What follows belongs to an exercise in optimizing a design on an open flow for small area, a short achievable clock period and few clock cycles per item; a production flow would make more cautious choices.
The RTL was checked by simulation tests, not by an equivalence proof against the original design.

==> run a: inputs <==
==> flow/design.v (excerpt) <==
module box_semantic_label_painter_core #(
	parameter int unsigned MAX_DETECTIONS = bslp_pkg::BSLP_MAX_DET
) (
	input  logic         clk,
	input  logic         arst_n,
	input  logic         s_tvalid,
	output logic         s_tready,
	input  logic [103:0] s_tdata,
	input  logic [1:0]   s_tuser,
	output logic         m_tvalid,
	input  logic         m_tready,
	output logic [31:0]  m_tdata,
	output logic [1:0]   m_tuser,
	input  logic         cfg_valid,
	output logic         cfg_ready,
	input  logic [1:0]   cfg_index,
	input  logic [15:0]  cfg_data
);
clock: 5.0 ns
lec_check: 0
abc_area: 1
cap_margin: 20
core_margin: 2
core_utilization: 40
cts_cluster_diameter: 100
cts_cluster_size: 30
setup_slack_margin: 2.4
slew_margin: 20
run.sh (not shown) runs the stock make flow with config.mk's settings and CLKGATE_MAP_FILE= SYNTH_SCRIPT=/design/flow/synth_recipe.tcl, a recipe that flattens the netlist after the stock synthesis.
==> run b: changes against run a <==
--- a/flow/design.v
+++ b/flow/design.v
@@ -95,45 +95,73 @@
 	localparam int unsigned NG = N / GS;    
 	logic [N*16-1:0] conf_all;
 	logic [N*10-1:0] cls_all;
 	logic [N*GS-1:0] beats;      
 	logic [N-1:0]    hit;
+	logic        st_v, st_live;
+	logic [4:0]  st_idx;
+	logic [11:0] st_x_lo, st_x_hi, st_y_lo, st_y_hi;
+	logic        st_xl_gt, st_xh_lt, st_yl_gt, st_yh_lt, st_hit;
+	always_ff @(posedge clk or negedge arst_n) begin
+		if (!arst_n) begin
+			st_v <= 1'b0;
+		end else begin
+			st_v <= is_add && !full;
+		end
+	end
+	always_ff @(posedge clk) begin
+		st_idx  <= count_q[4:0];
+		st_live <= n_live;
+		st_x_lo <= nx_lo;
+		st_x_hi <= nx_hi;
+		st_y_lo <= ny_lo;
+		st_y_hi <= ny_hi;
+	end
+	bslp_gt #(.W(12)) u_st_xl (.a(st_x_lo), .b(in_px), .gt(st_xl_gt));
+	bslp_gt #(.W(12)) u_st_xh (.a(in_px), .b(st_x_hi), .gt(st_xh_lt));
+	bslp_gt #(.W(12)) u_st_yl (.a(st_y_lo), .b(in_py), .gt(st_yl_gt));
+	bslp_gt #(.W(12)) u_st_yh (.a(in_py), .b(st_y_hi), .gt(st_yh_lt));
+	assign st_hit = st_v && st_live && !st_xl_gt && !st_xh_lt && !st_yl_gt && !st_yh_lt;
 	for (genvar i = 0; i < N; i++) begin : gen_e
 		localparam int unsigned B = (i / GS) * GS;    
 		logic [11:0] x_lo_q, x_hi_q, y_lo_q, y_hi_q;
 		logic [9:0]  cls_q;
 		logic [15:0] conf_q;
 		logic        live_q;
-		logic        we;
-		assign we = is_add && !full && (count_q[4:0] == 5'(i));
+		logic        we, st_we;
+		assign we    = is_add && !full && (count_q[4:0] == 5'(i));
+		assign st_we = st_v && (st_idx == 5'(i));
 		always_ff @(posedge clk) begin
 			if (we) begin
-				x_lo_q <= nx_lo;
-				x_hi_q <= nx_hi;
-				y_lo_q <= ny_lo;
-				y_hi_q <= ny_hi;
 				cls_q  <= in_cls;
 				conf_q <= in_conf;
 			end
+			if (st_we) begin
+				x_lo_q <= st_x_lo;
+				x_hi_q <= st_x_hi;
+				y_lo_q <= st_y_lo;
+				y_hi_q <= st_y_hi;
+			end
 		end
 		always_ff @(posedge clk or negedge arst_n) begin
 			if (!arst_n) begin
 				live_q <= 1'b0;
 			end else if (is_clr) begin
 				live_q <= 1'b0;
-			end else if (we) begin
-				live_q <= n_live;
+			end else if (st_we) begin
+				live_q <= st_live;
 			end
 		end
 		assign conf_all[i*16 +: 16] = conf_q;
 		assign cls_all[i*10 +: 10]  = cls_q;
 		logic x_lo_gt, x_hi_lt, y_lo_gt, y_hi_lt;
 		bslp_gt #(.W(12)) u_xl (.a(x_lo_q), .b(in_px), .gt(x_lo_gt));
 		bslp_gt #(.W(12)) u_xh (.a(in_px), .b(x_hi_q), .gt(x_hi_lt));
 		bslp_gt #(.W(12)) u_yl (.a(y_lo_q), .b(in_py), .gt(y_lo_gt));
 		bslp_gt #(.W(12)) u_yh (.a(in_py), .b(y_hi_q), .gt(y_hi_lt));
-		assign hit[i] = live_q && !x_lo_gt && !x_hi_lt && !y_lo_gt && !y_hi_lt;
+		assign hit[i] = (live_q && !x_lo_gt && !x_hi_lt && !y_lo_gt && !y_hi_lt)
+		             || (st_hit && (st_idx == 5'(i)));
 		if (i > B) begin : gen_row
 			logic [i-B-1:0] gt_d, gt_q;    
 			for (genvar j = B; j < i; j++) begin : gen_cmp
 				bslp_gt #(.W(16)) u_cmp (.a(in_conf), .b(conf_all[j*16 +: 16]), .gt(gt_d[j-B]));
 			end
@@ -335,11 +363,22 @@
 			n_q   <= n_nxt;
 			vld_q <= (n_nxt != 3'd0);
 			nrdy_q <= ({1'b0, n_nxt} + {2'b00, busy} + {3'b000, s_fire}) >= 4'(NSLOT);
 		end
 	end
-	for (genvar k = 0; k < NSLOT; k++) begin : gen_slot
+	logic        h_hold, h_next, h_new;
+	logic [28:0] head_d;
+	assign h_hold = !deliver && (n_q != 3'd0);
+	assign h_next = deliver && (n_q >= 3'd2);
+	assign h_new  = !h_hold && !h_next;
+	assign head_d = ({29{h_hold}} & slot_q[28:0])
+	              | ({29{h_next}} & slot_q[57:29])
+	              | ({29{h_new}}  & r_d);
+	always_ff @(posedge clk) begin
+		slot_q[28:0] <= head_d;
+	end
+	for (genvar k = 1; k < NSLOT; k++) begin : gen_slot
 		if (k + 1 < NSLOT) begin : gen_mid
 			always_ff @(posedge clk) begin
 				if (deliver) begin
 					slot_q[k*29 +: 29] <= (n_q > 3'(k + 1)) ? slot_q[(k+1)*29 +: 29] : r_d;
 				end else if (n_q <= 3'(k)) begin
--- a/flow/config.mk
+++ b/flow/config.mk
@@ -7,9 +7,9 @@
 export LEC_CHECK = 0
 export ABC_AREA = 1
 export CAP_MARGIN = 20
 export CORE_MARGIN = 2
 export CORE_UTILIZATION = 40
-export CTS_CLUSTER_DIAMETER = 100
-export CTS_CLUSTER_SIZE = 30
+export CTS_CLUSTER_DIAMETER = 80
+export CTS_CLUSTER_SIZE = 20
 export SETUP_SLACK_MARGIN = 2.4
 export SLEW_MARGIN = 20
==> impl_metrics.tcl <==
set metrics [dict create \
    seq-cell-share_pct 56.9 \
    drt_iter0_drc 12000 \
    status "timing/DRC/antenna clean" \
    fmax_mhz 342 \
    synth.distinct_cells 60 \
    synth_fa_ha_area_share_pct 0.859 \
    synth_common_cells "3,633 x nand2_1, 2,596 x edfxtp_1, 1,585 x inv_1" \
    via_per_inst 5.55 \
    min_path_cells 0 \
]
# the run above: run a

==> impl_metrics.tcl <==
set metrics [dict create \
    seq-cell-share_pct 57.1 \
    grt-busiest-layer "met2" \
    drt_iter0_drc 11400 \
    status "timing/DRC/antenna clean" \
    fmax_mhz 374 \
    use_met2_pct 38.2 \
    via_per_inst 5.45 \
    min_path_cells 3 \
]
# the run above: run b

Testbench counts of run a, summed over its fixed seeds: cycles 2,259, transactions 2,235.
Testbench counts of run b, summed over its fixed seeds: cycles 2,259, transactions 2,235.

-- separate check: timing with driven ports --
Ports are ideal in the flow. The routed layouts listed here were re-timed in OpenROAD.
Step 1 assumes that a clkbuf_16 drives the clock port and a buf_2 every other input.
Step 2 also shifts input and output timing later by t, the mid clock arrival at the registers, as if the neighbouring blocks saw the same clock.
Slacks: no drivers / after step 1 / after step 2; pairs: no drivers / after step 1.
run	shift t [ns]	slack for setup (ns)	hold slack, ns	worst slew at a driven data input, ns	cell pins on the clock port's net
run a	1.022	2.076 / 2.137 / 1.115	0.347 / 0.347 / 0.347	0.18	1
run b	1.003	2.325 / 2.339 / 1.378	0.327 / 0.239 / 0.332	0.19	1
After both steps every run listed still meets setup and hold. For run a, which loses most, drivers alone change the setup slack by +0.061 ns; drivers and shift together by -0.961 ns.
